This is an optimization exercise on Yosys and OpenROAD, whose aim is small area, a short achievable clock period and few clock cycles per item, not a production implementation. Only simulation tests tie the RTL to the original design; equivalence was not proved.

[flow/flow/run.sh]
#!/bin/bash
# The standard layout (standard.sh), with these changes to how it is built:
#  - the port buffers are the library's smallest plain buffer (buf_1) rather
#    than the delay cell buffer_ports picks by default;
#  - clock tree synthesis adds no dummy loads, clusters up to 25 flip-flops within 90 um
#    per leaf buffer;
set -euo pipefail
bash standard.sh \
  "BUFFER_PORTS_ARGS=-buffer_cell sky130_fd_sc_hd__buf_1" \
  "CTS_ARGS=-sink_clustering_enable -repair_clock_nets -dont_use_dummy_load -sink_clustering_size 25 -sink_clustering_max_diameter 90" \
  "SETUP_SLACK_MARGIN=5.7" \
  finish > flow_make.log 2>&1
[flow/standard.sh]
#!/bin/bash
# synth_recipe.tcl (not shown) runs the flow's synth.tcl, then flattens the netlist and writes it again
# the make line also repeats each setting of config.mk as NAME=value (left out here)
make -C /OpenROAD-flow-scripts/flow DESIGN_CONFIG=/design/flow/config.mk WORK_HOME=/design/flow/orfs CLKGATE_MAP_FILE= SYNTH_SCRIPT=/design/flow/synth_recipe.tcl "${@:-finish}"
[flow/config.mk]
export PLATFORM = sky130hd
export DESIGN_NAME = sha256_stream
export DESIGN_NICKNAME = sha256_stream
export VERILOG_FILES = /design/flow/design.v
export SDC_FILE = /design/flow/constraint.sdc
export NUM_CORES = 4
export LEC_CHECK = 0
export CAP_MARGIN = 20
export CELL_PAD_IN_SITES_DETAIL_PLACEMENT = 1
export CORE_MARGIN = 2
export CORE_UTILIZATION = 55
export SLEW_MARGIN = 20
[flow/constraint.sdc]
create_clock -name core_clock -period 10.0 [get_ports {clk}]
set_input_delay 2.0000 -clock core_clock [delete_from_list [all_inputs] [get_ports {clk}]]
set_output_delay 2.0000 -clock core_clock [all_outputs]
set_load 0.01 [all_outputs]
[flow/design.v]
module sha256_stream (
   input  logic         clk,
   input  logic         rst,
   input  logic         tvalid,
   output logic         tready,
   input  logic         tlast,
   input  logic [31:0]  tid,
   input  logic [7:0]   tdata,
   output logic         ovalid,
   output logic [31:0]  oid,
   output logic [60:0]  olen,
   output logic [255:0] osha
);
   function automatic logic [31:0] knext2(input logic [5:0] t);
      case (t)
         6'd0: knext2 = 32'hb5c0fbcf;
         6'd1: knext2 = 32'he9b5dba5;
         6'd2: knext2 = 32'h3956c25b;
         6'd3: knext2 = 32'h59f111f1;
         6'd4: knext2 = 32'h923f82a4;
         6'd5: knext2 = 32'hab1c5ed5;
         6'd6: knext2 = 32'hd807aa98;
         6'd7: knext2 = 32'h12835b01;
         6'd8: knext2 = 32'h243185be;
         6'd9: knext2 = 32'h550c7dc3;
         6'd10: knext2 = 32'h72be5d74;
         6'd11: knext2 = 32'h80deb1fe;
         6'd12: knext2 = 32'h9bdc06a7;
         6'd13: knext2 = 32'hc19bf174;
         6'd14: knext2 = 32'he49b69c1;
         6'd15: knext2 = 32'hefbe4786;
         6'd16: knext2 = 32'h0fc19dc6;
         6'd17: knext2 = 32'h240ca1cc;
         6'd18: knext2 = 32'h2de92c6f;
         6'd19: knext2 = 32'h4a7484aa;
         6'd20: knext2 = 32'h5cb0a9dc;
         6'd21: knext2 = 32'h76f988da;
         6'd22: knext2 = 32'h983e5152;
         6'd23: knext2 = 32'ha831c66d;
         6'd24: knext2 = 32'hb00327c8;
         6'd25: knext2 = 32'hbf597fc7;
         6'd26: knext2 = 32'hc6e00bf3;
         6'd27: knext2 = 32'hd5a79147;
         6'd28: knext2 = 32'h06ca6351;
         6'd29: knext2 = 32'h14292967;
         6'd30: knext2 = 32'h27b70a85;
         6'd31: knext2 = 32'h2e1b2138;
         6'd32: knext2 = 32'h4d2c6dfc;
         6'd33: knext2 = 32'h53380d13;
         6'd34: knext2 = 32'h650a7354;
         6'd35: knext2 = 32'h766a0abb;
         6'd36: knext2 = 32'h81c2c92e;
         6'd37: knext2 = 32'h92722c85;
         6'd38: knext2 = 32'ha2bfe8a1;
         6'd39: knext2 = 32'ha81a664b;
         6'd40: knext2 = 32'hc24b8b70;
         6'd41: knext2 = 32'hc76c51a3;
         6'd42: knext2 = 32'hd192e819;
         6'd43: knext2 = 32'hd6990624;
         6'd44: knext2 = 32'hf40e3585;
         6'd45: knext2 = 32'h106aa070;
         6'd46: knext2 = 32'h19a4c116;
         6'd47: knext2 = 32'h1e376c08;
         6'd48: knext2 = 32'h2748774c;
         6'd49: knext2 = 32'h34b0bcb5;
         6'd50: knext2 = 32'h391c0cb3;
         6'd51: knext2 = 32'h4ed8aa4a;
         6'd52: knext2 = 32'h5b9cca4f;
         6'd53: knext2 = 32'h682e6ff3;
         6'd54: knext2 = 32'h748f82ee;
         6'd55: knext2 = 32'h78a5636f;
         6'd56: knext2 = 32'h84c87814;
         6'd57: knext2 = 32'h8cc70208;
         6'd58: knext2 = 32'h90befffa;
         6'd59: knext2 = 32'ha4506ceb;
         6'd60: knext2 = 32'hbef9a3f7;
         6'd61: knext2 = 32'hc67178f2;
         default: knext2 = 32'h428a2f98;
      endcase
   endfunction
   localparam logic [255:0] IV = {32'h6a09e667, 32'hbb67ae85, 32'h3c6ef372, 32'ha54ff53a,
                                  32'h510e527f, 32'h9b05688c, 32'h1f83d9ab, 32'h5be0cd19};
   function automatic logic [31:0] bsig0(input logic [31:0] x);
      bsig0 = {x[1:0], x[31:2]} ^ {x[12:0], x[31:13]} ^ {x[21:0], x[31:22]};
   endfunction
   function automatic logic [31:0] bsig1(input logic [31:0] x);
      bsig1 = {x[5:0], x[31:6]} ^ {x[10:0], x[31:11]} ^ {x[24:0], x[31:25]};
   endfunction
   function automatic logic [31:0] ssig0(input logic [31:0] x);
      ssig0 = {x[6:0], x[31:7]} ^ {x[17:0], x[31:18]} ^ {3'b000, x[31:3]};
   endfunction
   function automatic logic [31:0] ssig1(input logic [31:0] x);
      ssig1 = {x[16:0], x[31:17]} ^ {x[18:0], x[31:19]} ^ {10'b0, x[31:10]};
   endfunction
   function automatic logic [63:0] csa(input logic [31:0] x, input logic [31:0] y,
                                       input logic [31:0] z);
      logic [31:0] s, c;
      s = x ^ y ^ z;
      c = {((x[30:0] & y[30:0]) | (x[30:0] & z[30:0]) | (y[30:0] & z[30:0])), 1'b0};
      csa = {s, c};
   endfunction
   logic [15:0][31:0] bb;      
   logic [6:0]   cnt;          
   logic         padm;         
   logic         mk;           
   logic         lenok;        
   logic         started;      
   logic         bfinal;
   logic [31:0]  tid_in;
   logic [60:0]  len;          
   logic [7:1]   lcy;          
   logic [7:0]   bin;
   logic [63:0]  bitlen;
   logic         full, take, shift, fin_shift;
   logic         run;          
   logic [6:0]   k;
   logic         cfirst, cfinal;    
   logic         cfa, cfla;         
   logic         go;
   logic         lda;          
   logic [3:0]   lne;          
   logic [3:0]   lna;          
   logic         olat, olat2, stall;
   logic         fresh;        
   logic         nfirst;       
   logic [15:0][31:0] w;       
   logic [31:0]  ra, rb, rc;   
   logic [31:0]  re, rf, rg;   
   logic [31:0]  t1;           
   logic [7:0][31:0]  hh;      
   logic [31:0]  p;            
   logic [31:0]  t1s, t1c, es, ec, as, ac, anew, enew, t1new;
   logic [31:0]  ws1, wc1, ws2, wc2, wnew;
   logic [31:0]  ps, pc, pnew;
   logic [31:0]  kq;           
   logic [15:0]  rs;           
   logic [31:0]  bw;           
   logic [31:0]  basea, basee, suma, sume, dsel;
   logic [31:0]  e0, f0, g0;
   assign full      = cnt[6];
   assign tready    = !padm && !full && !stall;
   assign take      = tvalid && tready;
   assign shift     = take || (padm && !full);
   assign bitlen    = {len, 3'b000};
   assign fin_shift = padm && mk && lenok && (cnt[5:0] == 6'd63);
   always_comb begin
      if (!padm)      bin = tdata;
      else if (!mk)   bin = 8'h80;
      else if (lenok && cnt[5:3] == 3'b111)
         bin = bitlen[8 * (7 - cnt[2:0]) +: 8];
      else            bin = 8'h00;
   end
   always_ff @(posedge clk) begin
      for (int i = 0; i < 64; i++)
         if (shift && cnt[5:0] == 6'(i)) bb[i / 4][8 * (3 - i % 4) +: 8] <= bin;
      if (take && !started) begin
         tid_in    <= tid;
         len       <= 61'd1;
         lcy       <= '0;
      end else begin
         if (take) {lcy[1], len[5:0]} <= {1'b0, len[5:0]} + 7'd1;
         else      lcy[1] <= 1'b0;
         for (int j = 1; j < 7; j++) begin
            if (lcy[j]) {lcy[j + 1], len[8 * j - 2 +: 8]} <= {1'b0, len[8 * j - 2 +: 8]} + 9'd1;
            else        lcy[j + 1] <= 1'b0;
         end
         if (lcy[7]) len[60:54] <= len[60:54] + 7'd1;
      end
   end
   always_ff @(posedge clk or negedge rst) begin
      if (!rst) begin
         cnt       <= '0;
         padm      <= 1'b0;
         mk        <= 1'b0;
         lenok     <= 1'b0;
         started   <= 1'b0;
         bfinal    <= 1'b0;
      end else begin
         if (go)         cnt <= '0;
         else if (shift) cnt <= cnt + 7'd1;
         if (take) begin
            started <= !tlast;
            if (tlast) padm <= 1'b1;
         end
         if (padm && !full && !mk) begin
            mk    <= 1'b1;
            lenok <= (cnt[5:3] != 3'b111);
         end
         if (shift && cnt[5:0] == 6'd63) begin
            bfinal    <= fin_shift;
            if (padm) lenok <= 1'b1;
            if (fin_shift) begin
               padm  <= 1'b0;
               mk    <= 1'b0;
               lenok <= 1'b0;
            end
         end
      end
   end
   assign go     = full && (!run || k[6]);
   assign nfirst = fresh || cfinal;
   always_comb begin
      basea = '0;
      basee = '0;
      for (int j = 0; j < 4; j++) begin
         if (lna[j]) basea = basea | (cfa ? IV[255 - 32 * j -: 32] : hh[j]);
         if (lne[j]) basee = basee | (cfirst ? IV[127 - 32 * j -: 32] : hh[4 + j]);
      end
   end
   assign suma = basea + ra;
   assign sume = basee + re;
   assign e0 = nfirst ? IV[127:96] : (lne[0] ? sume : hh[4]);
   assign f0 = nfirst ? IV[95:64]  : hh[5];
   assign g0 = nfirst ? IV[63:32]  : hh[6];
   assign dsel = rc;
   always_comb begin
      bw = '0;
      for (int j = 0; j < 16; j++) if (rs[j]) bw = bw | bb[j];
   end
   always_comb begin
      {t1s, t1c} = csa(p, bsig1(re), (re & rf) ^ (~re & rg));
      t1new      = t1s + t1c;
      {es, ec}   = csa(t1s, t1c, dsel);
      enew       = es + ec;
      {as, ac}   = csa(t1, bsig0(ra), (ra & rb) | (ra & rc) | (rb & rc));
      anew       = as + ac;
      {ws1, wc1} = csa(ssig1(w[14]), w[9], ssig0(w[1]));
      {ws2, wc2} = csa(ws1, wc1, w[0]);
      wnew       = ws2 + wc2;
      {ps, pc}   = csa(rg, w[15], kq);
      pnew       = ps + pc;
   end
   always_ff @(posedge clk) begin
      for (int i = 0; i < 15; i++) w[i] <= w[i + 1];
      w[15] <= go ? bb[1] : ((rs == 16'd0) ? wnew : bw);
      if (go) begin
         re <= e0;
         rf <= f0;
         rg <= g0;
      end else begin
         re <= enew;
         rf <= re;
         rg <= (!run || k[6] || lne[1]) ? (nfirst ? IV[31:0] : hh[7]) : rf;
      end
      t1 <= t1new;
      if (lda) begin
         ra <= cfirst ? IV[255:224] : (lna[0] ? suma : hh[0]);
         rb <= cfirst ? IV[223:192] : hh[1];
      end else begin
         ra <= anew;
         rb <= ra;
      end
      if (go)       rc <= nfirst ? IV[159:128] : hh[3];
      else if (lda) rc <= cfirst ? IV[191:160] : hh[2];
      else          rc <= rb;
      p <= pnew;
      for (int j = 0; j < 4; j++) begin
         if (lna[j]) hh[j]     <= suma;
         if (lne[j]) hh[4 + j] <= sume;
      end
      if (go)        kq <= 32'h71374491;
      else if (k[6]) kq <= 32'h428a2f98;
      else           kq <= knext2(k[5:0]);
      if (olat || olat2) begin
         oid  <= tid_in;
         olen <= len;
      end
   end
   always_ff @(posedge clk or negedge rst) begin
      if (!rst) begin
         run    <= 1'b0;
         k      <= 7'd64;
         cfirst <= 1'b0;
         cfinal <= 1'b0;
         cfa    <= 1'b0;
         cfla   <= 1'b0;
         lda    <= 1'b0;
         ovalid <= 1'b0;
         lne    <= '0;
         lna    <= '0;
         olat   <= 1'b0;
         olat2  <= 1'b0;
         stall  <= 1'b0;
         rs     <= 16'd1;
         fresh  <= 1'b1;
      end else begin
         if (go) fresh <= 1'b0;
         cfa    <= cfirst;
         cfla   <= cfinal;
         lda    <= go;
         ovalid <= lna[0] && cfla;
         lne    <= {run && k == 7'd60, lne[3:1]};
         lna    <= lne;
         olat   <= go && bfinal && !(run && cfinal);
         stall  <= go && bfinal && run && cfinal;
         olat2  <= stall;
         if (go)                                    rs <= 16'd4;
         else if (run && !k[6] && !lne[2] && !lne[1]) rs <= {rs[14:0], 1'b0};
         else                                       rs <= 16'd1;
         if (go) begin
            run    <= 1'b1;
            k      <= '0;
            cfirst <= nfirst;
            cfinal <= bfinal;
         end else if (run) begin
            if (k[6]) run <= 1'b0;
            else      k   <= k + 7'd1;
         end
      end
   end
   assign osha = {hh[0], hh[1], hh[2], hh[3], hh[4], hh[5], hh[6], hh[7]};
endmodule
==> impl_results.md, run 1 <==
* Post-route DRC at 0
* Avg Inst Size Synth at 12.1 µm²
* Hold WC Path Type: reg2reg
* Worst Hold Depth at 0
* Reg2reg start: w[51]
* Main synth FF type: dfxtp_1
* Clk sinks at 1812
* Setup ws final at 5.50 ns
* DR pass1 iterations at 6
* Initial antenna violation count at 19
* DRT Wirelength at 278000 µm
* Sequential share of the synthesized area at 0.584
* Final setup fails at 0
* R2R Setup Slk at 5.50 ns
* RD Place Congestion at 1.01
* Largest net degree at the start of global routing at 89
* Setup TNS at 0 ns
* Setup slack at placement at 4.86 ns
* Critical path arrival at 5.11 ns
* Fraction of registers with async set/reset at 0.0281
* Number of flops mapped to enable cells by yosys at 829
* Top sig layer: met5
* Count leader, synth: dfxtp_1
* CTS Hold Bufs at 0
* Register-to-Register Path Depth at 18
* Clk buf depth at 3
* Max_cap viols at 0
* Core area at 139000 µm²
* Worst setup EP type: flip-flop
* Total track usage at 0.381
* Hold path start: w[208]
* Clk slew on worst S/H paths at 0.10 ns
* Number of global-route vias before repair at 55.5k
* Port bufs at 394
* Slew Limit Fails at 0
* Final #Nets at 7124
* Antenna-violating nets left at 0
* Wire length on met2 at 125000 µm
* Area leader, netlist: edfxtp_1
* Synth-to-layout area growth at 10.7%
* Yosys cell types at 97
* Top post-synthesis cells by area: edfxtp_1 (32%), dfxtp_1 (24%), fa_1 (5.1%)
* Share of cells above drive strength 1 at 0.108
* Clock Tree Root: clkbuf_16
* Met1 WL at 113000 µm
* Max_slew headroom at 0.226
* Final min period at 4.50 ns
* Slew @ Worst Pin at 1.16 ns
* FMAX at 222 MHz
* Die X-Extent at 378 µm
* IO Count at 395
* Req. time, crit path at 10.61 ns
* Synth cell count leaders: dfxtp_1 (932), edfxtp_1 (829), o21ai_0 (415)
* FF-to-FF End: w[503]
* Via/cell ratio at 6.55
* Initial DRC Count at 6403
* Final Hold Fails at 0
* Post-DP HPWL at 198000 µm
* Setup Crit Path Kind: reg2reg
* Mapped Area at 76800 µm²
* Synthesized flop and latch total at 1812
* Via count at 55.7k
* First-pass GRT wire length at 393000 µm
* Startpoint types: flip-flop
* RSZ-0062 raised after global routing: yes
* Die area at 143000 µm²
* Per-cell routed wire length at 32.7 µm
* Total congestion overflow at 0
* Post-Syn Nets at 6824
* Worst skew pair latency at 0.74 ns
* Die Y-Extent at 378 µm
* Site row count at 137
* Gate Count Post-Synth at 6330
* Synth warn at 1
* H-tree Lvls at 3
* Synth top area share at 0.324
* WHS Endpoint: w[176]
* Max FO, Critical Path at 3
* Tcrit/Tclk final at 0.450
* Status: timing/DRC/antenna clean
* Starting Density at 0.553
* CTS buffer count at 86
* Final clock skew at 0.121 ns
* Met3 wire length at 29400 µm
* CTS tree: done
worst max-delay path, cell delays in order, from the launching register on:
cell and delay (ns):
dfxtp_4 0.39, xnor2_4 0.15, xnor2_2 0.21, fa_1 0.48, fa_1 0.52, ha_2 0.20
inv_2 0.04, fa_2 0.33, nand2b_4 0.16, a211oi_4 0.29, o32ai_4 0.16, o21ai_4 0.23
buf_4 0.16, a211oi_4 0.07, o211ai_1 0.27, a31oi_2 0.15, xnor2_2 0.28, a21oi_1 0.10
a21oi_1 0.13
sequential cells by signal (all words and copies together) (netlist names), 61 cells and up:
signal / flops
hh: 256
olen: 61
w: 512
len: 61
bb: 512
cell usage in the layout (no fill, tap or decap), types with 64 or more instances in the layout:
| master | synthesis | routed |
|---|---|---|
| nand4_1 | 90 | 90 |
| xnor2_1 | 344 | 293 |
| inv_1 | 191 | 184 |
| buf_1 | 26 | 393 |
| buf_4 | 0 | 152 |
| nand3_1 | 102 | 98 |
| fa_1 | 194 | 187 |
| a21oi_1 | 289 | 264 |
| nand2_1 | 341 | 336 |
| edfxtp_1 | 829 | 829 |
| dfxtp_1 | 932 | 851 |
| a221oi_1 | 114 | 114 |
| a22o_1 | 122 | 122 |
| xor2_1 | 146 | 133 |
| ha_1 | 256 | 230 |
| a21o_1 | 129 | 128 |
| nor2_1 | 388 | 372 |
| o21ai_0 | 415 | 387 |
| nor3_1 | 71 | 64 |
| clkbuf_16 | 0 | 86 |
| a22oi_1 | 115 | 113 |
kinds of logic (layout without fill, tap and decap cells):
kind of cell | after synthesis | in the layout | synth area share
adders and majority gates | 480 | 480 | 0.0962
other | 0 | 1 | 0
and+or+nand+nor | 1213 | 1213 | 0.0731
DFF | 1812 | 1812 | 0.584
muxes | 122 | 122 | 0.0193
xor gates and xnor gates | 490 | 490 | 0.0559
buffers and inverters | 562 | 860 | 0.0275
AOI/OAI and AO/OA | 1651 | 1651 | 0.144
routing by layer:
layer	track usage	vias to the layer above
met3	0.0818	626
li1	-	23500
met4	0.126	18
met1	0.535	28500
met5	0	-
met2	0.587	3066
worst max-delay path by stage:
stage                  start      to  slack, ns
finish                 w[51]  w[503]       5.50
global route           w[39]  w[511]       5.36
CTS                   re[26]  re[31]       5.55
detailed placement    lna[1]  re[31]       4.86
global placement      lna[1]  re[31]       4.95
floorplan           tdata[0]   bb[0]       5.71
final cells by class:
type	instances	area, µm²
multi-input cells	3956	31600
repair buffers	579	3130
well taps	1876	2350
clock buffers	86	2150
diodes	1	2.50
inverters	195	741
flip-flops and latches	1812	45000
fillers	13700	54000
repair_timing:
| action | 4_1_cts | 5_1_grt |
|---|---|---|
| setup buffers | 62 | 45 |
| cloned | 0 | 0 |
| pin swaps | 99 | 102 |
| gates resized for setup | 230 | 227 |
| setup endpoints to repair | 175 | 90 |
metrics by stage:
| stage | utilization | cell area (µm²) | std cells | hold WS [ns] |
|---|---|---|---|---|
| 5_1_grt | 0.611 | 85000 | 8504 | 0.292 |
| 3_5_place_dp | 0.576 | 80000 | 8311 | 0.313 |
| 3_3_place_gp | 0.576 | 80000 | 8310 | 0.310 |
| 2_1_floorplan | - | 76800 | 6330 | 0.310 |
| 4_1_cts | 0.601 | 83600 | 8459 | 0.276 |
| 6_report | 0.612 | 85000 | 8505 | 0.284 |
Testbench counts, summed over its fixed seeds: cycles 33,905, bytes 25,402.
==> inputs of run 2 (changes only) <==
--- a/flow/flow/run.sh
+++ b/flow/flow/run.sh
@@ -8,5 +8,5 @@
 bash standard.sh \
   "BUFFER_PORTS_ARGS=-buffer_cell sky130_fd_sc_hd__buf_1" \
   "CTS_ARGS=-sink_clustering_enable -repair_clock_nets -dont_use_dummy_load -sink_clustering_size 25 -sink_clustering_max_diameter 90" \
-  "SETUP_SLACK_MARGIN=5.7" \
+  "SETUP_SLACK_MARGIN=5.5" \
   finish > flow_make.log 2>&1
==> impl_results.md, run 2 <==
* Status: timing/DRC/antenna clean
* Clk buf depth at 3
* Fillcell total at 13.8k
* Final clock skew at 0.0964 ns
* Tcrit/Tclk final at 0.458
* Req. time, crit path at 10.62 ns
* Reg area at 45000 µm²
* Die X-Extent at 378 µm
* Slew @ Worst Pin at 1.21 ns
* Slew Limit Fails at 0
* Share of cells above drive strength 1 at 0.0809
* Worst path max stage delay at 0.60 ns
* Count leader, synth: dfxtp_1
* CP max-delay cell: fa_1
* RD Place Congestion at 1.00
* Final Hold Fails at 0
* Synth-to-layout area growth at 8.90%
* Via/cell ratio at 6.54
* Starting Density at 0.553
* Max_slew headroom at 0.193
* Max_cap viols at 0
* Fraction of registers with async set/reset at 0.0281
* Clk slew on worst S/H paths at 0.11 ns
* Total track usage at 0.380
* Crit-path cells: xor2_1 -> xnor2_1 -> fa_1 -> inv_2 -> fa_1 -> inv_2 -> fa_2 -> nor2b_1 -> o21ai_1 -> a21boi_1 -> o31a_1 -> or2_4 -> a311o_2 -> buf_4 -> a41oi_4 -> o21ai_2 -> xor2_1 -> a22o_1
* Commonest cells after routing, fill and taps aside: dfxtp_1 (865), edfxtp_1 (829), o21ai_0 (409)
* DRT Wirelength at 277000 µm
* Final #Nets at 7063
* Final instance area at 83700 µm²
* DR pass1 iterations at 7
* Post-route DRC at 0
* Largest net degree at the start of global routing at 94
* Initial antenna violation count at 11
* Final std cells w/o fill at 8447
* Area leader, netlist: edfxtp_1
* Number of flops mapped to enable cells by yosys at 829
* Yosys cell types at 97
* Hold WC Path Type: reg2reg
* Total congestion overflow at 0
* Initial DRC Count at 6649
* Die area at 143000 µm²
* Die Y-Extent at 378 µm
* First-pass GRT wire length at 394000 µm
* Synth warn at 1
* Core area at 139000 µm²
* Gate Count Post-Synth at 6330
* CTS buffer count at 86
* CTS tree: done
* Per-cell routed wire length at 32.8 µm
* Post-DP HPWL at 199000 µm
* Largest registers: bb (512), w (512), hh (256)
* Setup TNS at 0 ns
* RSZ-0062 raised after global routing: yes
* Avg Inst Size Synth at 12.1 µm²
* Synthesized flop and latch total at 1812
* DP Area at 80000 µm²
* Via count at 55.2k
* Antenna-violating nets left at 0
* Post-Syn Nets at 6824
* Top post-synthesis cells by area: edfxtp_1 (32%), dfxtp_1 (24%), fa_1 (5.1%)
* Clock Tree Root: clkbuf_16
* Multi-input logic area at 30800 µm²
* Worst skew pair latency at 0.75 ns
* Clk sinks at 1812
* Commonest non-fill, non-tap cell in the layout: dfxtp_1
* Site row count at 137
* H-tree Lvls at 3
* Port bufs at 394
* Post-Place Cells at 8309
* Setup Crit Path Kind: reg2reg
* Worst setup EP type: flip-flop
* Max FO, Critical Path at 6
* Final setup fails at 0
* FMAX at 218 MHz
* Sequential share of the synthesized area at 0.584
* Final min period at 4.58 ns
* Synth top area share at 0.324
* Startpoint types: flip-flop
* Critical path arrival at 5.20 ns
* IO Count at 395
* Number of global-route vias before repair at 55.2k
* Mapped Area at 76800 µm²
* Synth cell count leaders: dfxtp_1 (932), edfxtp_1 (829), o21ai_0 (415)
* CTS Hold Bufs at 0
* Main synth FF type: dfxtp_1
-- run 2: cell counts after synthesis --
Identical to the previous run, type by type.
-- run 2: layout make-up --
class	instances	area share
Timing Repair Buffer	518	0.0314
Tap cell	1876	0.0281
Multi-Input combinational cell	3956	0.368
Antenna cell	4	0.000120
Inverter	195	0.00881
Clock buffer	86	0.0257
Sequential cell	1812	0.538
-- run 2: final timing paths --
kind                       startpoint  depth (start not counted)  slack [ns]     end
hold / removal                 w[375]                          0        0.30  w[343]
setup reg to reg               re[27]                         18        5.42  re[25]
min in group asynchronous         rst                          2        1.41    padm
max in group asynchronous         rst                          2        7.79  lna[0]
setup / recovery               re[27]                         18        5.42  re[25]
hold reg to reg                w[375]                          0        0.30  w[343]
-- run 2: worst max-delay path: cells and delay by family, from the launching register on --
| family | cells | cell delay (ns) |
|---|---|---|
| xor+xnor | 3 | 0.49 |
| flops | 1 | 0.46 |
| simple gates | 2 | 0.35 |
| buf+inv | 3 | 0.32 |
| fa+ha+maj | 3 | 1.30 |
| compound gates | 7 | 1.59 |
-- run 2: kinds of logic (layout without fill, tap and decap cells) --
logic type	after synthesis	count (layout)	share of synthesized area
flip-flops	1812	1812	0.584
AO/OA/AOI/OAI	1651	1651	0.144
AND/OR/NAND/NOR	1213	1213	0.0731
buffers and inverters	562	799	0.0275
XOR/XNOR	490	490	0.0559
adder cells (fa/ha/maj)	480	480	0.0962
multiplexers	122	122	0.0193
other	0	4	0
-- run 2: metal layers --
metal	part of all wire	routed length, µm	global-route usage	vias to the layer above
li1	-	-	-	23400
met1	0.41	113000	0.533	28300
met2	0.45	124000	0.584	2908
met3	0.11	29100	0.0931	563
met4	0.038	10400	0.119	4
met5	0.000098	27	0	-
-- run 2: timing repair --
action / CTS / global route
endpoints found under the setup margin: 99 / 63
buffers inserted: 22 / 24
pin swaps: 22 / 50
gates cloned: 2 / 0
gates resized for setup: 133 / 107
-- run 2: stage by stage --
step / setup WS [ns] / utilization / hold slack, ns
floorplan: 5.56 / - / 0.310
global placement: 5.00 / 0.576 / 0.310
detailed placement: 4.90 / 0.576 / 0.313
CTS: 5.35 / 0.597 / 0.292
global route: 5.28 / 0.602 / 0.304
finish: 5.42 / 0.602 / 0.296
==> inputs of run 3 (changes only) <==
--- a/flow/flow/run.sh
+++ b/flow/flow/run.sh
@@ -8,5 +8,5 @@
 bash standard.sh \
   "BUFFER_PORTS_ARGS=-buffer_cell sky130_fd_sc_hd__buf_1" \
   "CTS_ARGS=-sink_clustering_enable -repair_clock_nets -dont_use_dummy_load -sink_clustering_size 25 -sink_clustering_max_diameter 90" \
-  "SETUP_SLACK_MARGIN=5.5" \
+  "SETUP_SLACK_MARGIN=5.7" \
   finish > flow_make.log 2>&1
--- a/flow/config.mk
+++ b/flow/config.mk
@@ -8,5 +8,5 @@
 export CAP_MARGIN = 20
 export CELL_PAD_IN_SITES_DETAIL_PLACEMENT = 1
 export CORE_MARGIN = 2
-export CORE_UTILIZATION = 55
+export CORE_UTILIZATION = 60
 export SLEW_MARGIN = 20
==> impl_results.md, run 3 <==
* Status: timing/DRC/antenna clean
* Commonest non-fill, non-tap cell in the layout: dfxtp_1
* Die Y-Extent at 362 µm
* WP depth at 16
* Total congestion overflow at 0
* Starting Density at 0.603
* Clk buf depth at 3
* Gate Count Post-Synth at 6330
* Worst path max stage delay at 0.52 ns
* Critical Path End: w[503]
* DRT Wirelength at 282000 µm
* Commonest cells after routing, fill and taps aside: dfxtp_1 (850), edfxtp_1 (829), o21ai_0 (395)
* Die X-Extent at 362 µm
* Synth cell count leaders: dfxtp_1 (932), edfxtp_1 (829), o21ai_0 (415)
* RSZ-0062 raised after global routing: yes
* Via/cell ratio at 6.87
* Avg Inst Size Synth at 12.1 µm²
* Clk sinks at 1812
* Tcrit/Tclk final at 0.451
* Synth top area share at 0.324
* Final core occ at 0.663
* Final instance area at 84500 µm²
* Number of flops mapped to enable cells by yosys at 829
* Synth warn at 1
* H-tree Lvls at 3
* Initial DRC Count at 7486
* Fraction of registers with async set/reset at 0.0281
* Largest registers: bb (512), w (512), hh (256)
* Core area at 127000 µm²
* FF-to-FF End: w[503]
* Via count at 56.9k
* CTS buffer count at 85
* Main synth FF type: dfxtp_1
* Max_cap viols at 0
* R2R Setup Slk at 5.49 ns
* Post-route DRC at 0
* Per-cell routed wire length at 34.1 µm
* Area leader, netlist: edfxtp_1
* Register-to-Register Path Depth at 16
* Post-DP HPWL at 197000 µm
* Setup TNS at 0 ns
* Buf/Inv on CP at 1
* RD Place Congestion at 1.08
* DP Area at 79700 µm²
* DR pass1 iterations at 8
* Antenna-violating nets left at 0
* Hold slack at 0.303 ns
* CP startpoint: w[38]
* Worst setup EP type: flip-flop
* Reg2reg start: w[38]
* CTS tree: done
* Synthesized flop and latch total at 1812
* CP delay by family, top: compound AO/OA/AOI/OAI gates
* Final Hold Fails at 0
* Port bufs at 394
* Max_slew headroom at 0.178
* Slew Limit Fails at 0
* Die area at 131000 µm²
* Setup Crit Path Kind: reg2reg
* Req. time, crit path at 10.58 ns
* Yosys cell types at 97
* Mapped Area at 76800 µm²
* IO Count at 395
* Startpoint types: flip-flop
* Max FO, Critical Path at 4
* Slew @ Worst Pin at 1.23 ns
* Share of cells above drive strength 1 at 0.105
* Clock Tree Root: clkbuf_16
* Crit-path cells: xnor2_1 -> xnor2_1 -> fa_1 -> fa_1 -> ha_1 -> o21ai_2 -> a211oi_4 -> o32ai_4 -> o21ai_2 -> buf_4 -> a211oi_4 -> o211ai_1 -> a31oi_1 -> xnor2_1 -> a21oi_1 -> a21oi_1
* Final clock skew at 0.115 ns
* Sequential share of the synthesized area at 0.584
* Largest net degree at the start of global routing at 114
* Number of global-route vias before repair at 56.8k
* Post-Syn Nets at 6824
* Final #Nets at 7115
* Total track usage at 0.416
* Top post-synthesis cells by area: edfxtp_1 (32%), dfxtp_1 (24%), fa_1 (5.1%)
* Final setup fails at 0
* Worst skew pair latency at 0.76 ns
* CP most frequent cell: xnor2_1
* Hold WC Path Type: reg2reg
* Synth-to-layout area growth at 9.99%
* FMAX at 222 MHz
* CP max-delay cell: fa_1
* Site row count at 131
* Initial antenna violation count at 17
* Count leader, synth: dfxtp_1
* Final min period at 4.51 ns
* Clk slew on worst S/H paths at 0.11 ns
* Critical path arrival at 5.09 ns
* First-pass GRT wire length at 398000 µm
## run 3: cell counts after synthesis
No cell type changed its count.
## run 3: metal layers
layer / track usage / part of all wire / wire, µm / vias up
met5: 0 / 0.00041 / 117 / -
met1: 0.553 / 0.37 / 105000 / 28900
met2: 0.647 / 0.45 / 127000 / 3708
li1: - / - / - / 23500
met4: 0.167 / 0.052 / 14700 / 18
met3: 0.118 / 0.12 / 35100 / 794
## run 3: logic make-up (layout without fill, tap and decap cells)
family,count (synthesis),in the layout,synth area share
buffers and inverters,562,851,0.0275
XOR/XNOR,490,490,0.0559
flip-flops,1812,1812,0.584
AO/OA/AOI/OAI,1651,1651,0.144
adder cells (fa/ha/maj),480,480,0.0962
other,0,2,0
multiplexers,122,122,0.0193
AND/OR/NAND/NOR,1213,1213,0.0731
## run 3: how the worst min path moves through the flow
stage | start | end | slack [ns] | cells past startpoint
finish | w[258] | w[226] | 0.30 | 0
global route | w[428] | w[396] | 0.31 | 0
CTS | w[426] | w[394] | 0.30 | 0
detailed placement | w[396] | w[364] | 0.31 | 0
global placement | w[187] | w[155] | 0.31 | 0
floorplan | w[132] | w[100] | 0.31 | 0
## run 3: repair_timing
action / CTS / global route
hold buffers: 0 / 0
setup endpoints to repair: 194 / 108
setup buffers: 65 / 40
gates cloned: 0 / 1
pin swaps: 56 / 88
gates resized for setup: 206 / 217
## run 3: area by class of cell
class | instances | area, µm²
Antenna cell | 2 | 5.00
Clock buffer | 85 | 2130
Fill cell | 12400 | 42900
Inverter | 195 | 739
Multi-Input combinational cell | 3956 | 31500
Sequential cell | 1812 | 45000
Tap cell | 1662 | 2080
Timing Repair Buffer | 571 | 3040
## run 3: per-stage QoR
stage | setup WS (ns) | cells
detailed placement | 4.94 | 8090
floorplan | 5.71 | 6330
finish | 5.49 | 8283
CTS | 5.57 | 8240
global placement | 5.04 | 8090
global route | 5.39 | 8282
==> inputs of run 4 (changes only) <==
--- a/flow/config.mk
+++ b/flow/config.mk
@@ -8,5 +8,6 @@
 export CAP_MARGIN = 20
 export CELL_PAD_IN_SITES_DETAIL_PLACEMENT = 1
 export CORE_MARGIN = 2
-export CORE_UTILIZATION = 60
+export CORE_UTILIZATION = 55
+export PLACE_DENSITY = 0.75
 export SLEW_MARGIN = 20
==> impl_results.md, run 4 <==
* Largest net degree at the start of global routing at 103
* Die X-Extent at 378 µm
* Max_slew headroom at 0.227
* CTS Hold Bufs at 0
* Setup slack at placement at 4.78 ns
* IO Count at 395
* Site row count at 137
* Number of global-route vias before repair at 57.3k
* Synth top area share at 0.324
* Top sig layer: met5
* Critical Path End: w[509]
* Per-cell routed wire length at 33.7 µm
* Max FO, Critical Path at 5
* Post-Synth XOR/XNOR Area at 0.0559
* Crit-path cells: buf_4 -> xnor2_1 -> xnor2_1 -> fa_1 -> fa_1 -> ha_4 -> a21o_1 -> a21o_1 -> a21oi_1 -> o21ai_2 -> a31oi_1 -> a31oi_2 -> buf_4 -> a2111oi_4 -> nor3_1 -> xnor2_1 -> o22ai_1
* Post-Place Cells at 8300
* Via count at 57.4k
* Post-DP HPWL at 197000 µm
* Slew Limit Fails at 0
* Final #Nets at 7106
* Mapped Area at 76800 µm²
* Synth warn at 1
* DR pass1 iterations at 10
* Final setup fails at 0
* Share of cells above drive strength 1 at 0.105
* Antenna-violating nets left at 0
* R2R Setup Slk at 5.32 ns
* Total track usage at 0.385
* Area leader, netlist: edfxtp_1
* Post-synthesis compound-gate area fraction at 0.144
* Register-to-Register Path Depth at 17
* Simple-Gate Fraction of Synth Area at 0.0731
* CP most frequent cell: xnor2_1
* CP startpoint: w[51]
* Status: timing/DRC/antenna clean
* Yosys cell types at 97
* Req. time, crit path at 10.62 ns
* Port bufs at 394
* Synth cell count leaders: dfxtp_1 (932), edfxtp_1 (829), o21ai_0 (415)
* Commonest cells after routing, fill and taps aside: dfxtp_1 (845), edfxtp_1 (829), buf_1 (393)
* Via/cell ratio at 6.76
* Clock Tree Root: clkbuf_16
* Critical path arrival at 5.30 ns
* Top post-synthesis cells by area: edfxtp_1 (32%), dfxtp_1 (24%), fa_1 (5.1%)
* Synth-to-layout area growth at 10.4%
* Setup TNS at 0 ns
* Clk sinks at 1812
* Core area at 139000 µm²
* Setup Crit Path Kind: reg2reg
* Initial antenna violation count at 15
* Final clock skew at 0.0830 ns
* Hold WC Path Type: reg2reg
* CTS buffer count at 84
* Main synth FF type: dfxtp_1
* Adder-cell share of the synthesized area at 0.0962
* Tcrit/Tclk final at 0.468
* Slew @ Worst Pin at 1.16 ns
* RSZ-0062 raised after global routing: yes
* CTS tree: done
* FF-to-FF End: w[509]
* Synthesized flop and latch total at 1812
* Count leader, synth: dfxtp_1
* First-pass GRT wire length at 399000 µm
* Commonest non-fill, non-tap cell in the layout: dfxtp_1
* Largest family of logic cells by synthesized area: compound AO/OA/AOI/OAI gates
* Final min period at 4.68 ns
* Worst skew pair latency at 0.76 ns
* Post-Syn Nets at 6824
* Wire length on met2 at 129000 µm
* Worst setup EP type: flip-flop
* Die Y-Extent at 378 µm
* Starting Density at 0.553
* Startpoint types: flip-flop
* Total congestion overflow at 0
* Met1 WL at 105000 µm
* Largest registers: bb (512), w (512), hh (256)
* Setup ws final at 5.32 ns
* Clk slew on worst S/H paths at 0.10 ns
* FMAX at 214 MHz
* Worst path max stage delay at 0.58 ns
* Clk buf depth at 3
* Final std cells w/o fill at 8487
* Sequential share of the synthesized area at 0.584
* CP max-delay cell: fa_1
* Number of flops mapped to enable cells by yosys at 829
* Reg2reg start: w[51]
* Avg Inst Size Synth at 12.1 µm²
* DRT Wirelength at 286000 µm
* H-tree Lvls at 3
* Post-synthesis mux area share at 0.0193
* Met3 wire length at 36100 µm
* Initial DRC Count at 7534
* Die area at 143000 µm²
* Final Hold Fails at 0
* Post-route DRC at 0
* Fraction of registers with async set/reset at 0.0281
* Max_cap viols at 0
* Gate Count Post-Synth at 6330
* RD Place Congestion at 1.03
-- run 4: cell count changes in the layout (fill, tap and decap cells not counted), sizes merged --
cell      previous run  this run
inv                193       192
clkinvlp             0         1
diode                2         1
buf                570       559
bufbuf               0         2
-- run 4: cell type report --
cell class	instances	area (µm²)
sequential	1812	45000
timing repair buffer	563	3070
inverter	195	741
antenna	1	2.50
multi-input combinational	3956	31500
fill	13800	54200
tap	1876	2350
clock buffer	84	2100
-- run 4: cell families after synthesis --
group,Yosys count
AO/OA/AOI/OAI,1651
XOR/XNOR,490
adder cells (fa/ha/maj),480
buffers and inverters,562
flip-flops,1812
multiplexers,122
AND/OR/NAND/NOR,1213
-- run 4: what timing repair did --
item | in CTS | in global routing
pin swaps | 66 | 102
resized for setup | 225 | 203
setup buffers | 46 | 51
setup endpoints to repair | 228 | 106
gates cloned | 2 | 2
-- run 4: worst min path at each step --
stage                     startpoint  slack [ns]     end  depth (start not counted)
final                          w[71]        0.30   w[39]                          0
after global routing           w[71]        0.32   w[39]                          0
after CTS                      w[71]        0.31   w[39]                          0
after detailed placement       w[97]        0.31   w[65]                          0
after global placement        w[357]        0.31  w[325]                          0
after floorplan               w[132]        0.31  w[100]                          0
-- run 4: metrics by stage --
step / cell area, µm² / hold WS (ns) / utilization
global placement: 80000 / 0.310 / 0.575
floorplan: 76800 / 0.310 / -
finish: 84800 / 0.301 / 0.610
global route: 84800 / 0.319 / 0.610
detailed placement: 80000 / 0.313 / 0.575
CTS: 83400 / 0.313 / 0.600
-- run 4: routing by layer --
metal | track usage | vias up
met1 | 0.508 | 28900
met5 | 0 | -
li1 | - | 23500
met4 | 0.174 | 10
met3 | 0.103 | 894
met2 | 0.595 | 4108
-- run 4: critical path: cells and delay by family (launching register included) --
kind            cells  cell delay, ns
flops               1            0.38
fa+ha+maj           3            1.29
xor+xnor            3            0.73
simple gates        1            0.11
compound gates      8            1.71
buf+inv             2            0.32

[separate check: timing with driven ports]
No port has a modelled driver above. Below, the same layouts with a new extraction and two added sets of constraints. Step 1, drivers: a clkbuf_16 drives clk and a buf_2 each remaining input, both assumed. Step 2, shift: input delay + t, output delay - t, t = (earliest + latest rising clock arrival at the registers) / 2. This alone moves slack from input paths to output paths. Slacks: no drivers / after step 1 / after step 2; pairs: no drivers / after step 1.
run | shift t [ns] | setup slack, ns | worst data-port slew with drivers (ns)
run 1 | 0.786 | 5.499 / 5.499 / 5.028 | 0.06
run 2 | 0.790 | 5.418 / 5.418 / 4.982 | 0.06
run 3 | 0.793 | 5.491 / 5.491 / 4.919 | 0.09
run 4 | 0.809 | 5.317 / 5.317 / 5.016 | 0.06
After both steps setup and hold are still met in every run listed. The setup slack of run 3, which loses most, moves by 0.000 ns with the drivers and by -0.572 ns with both steps.
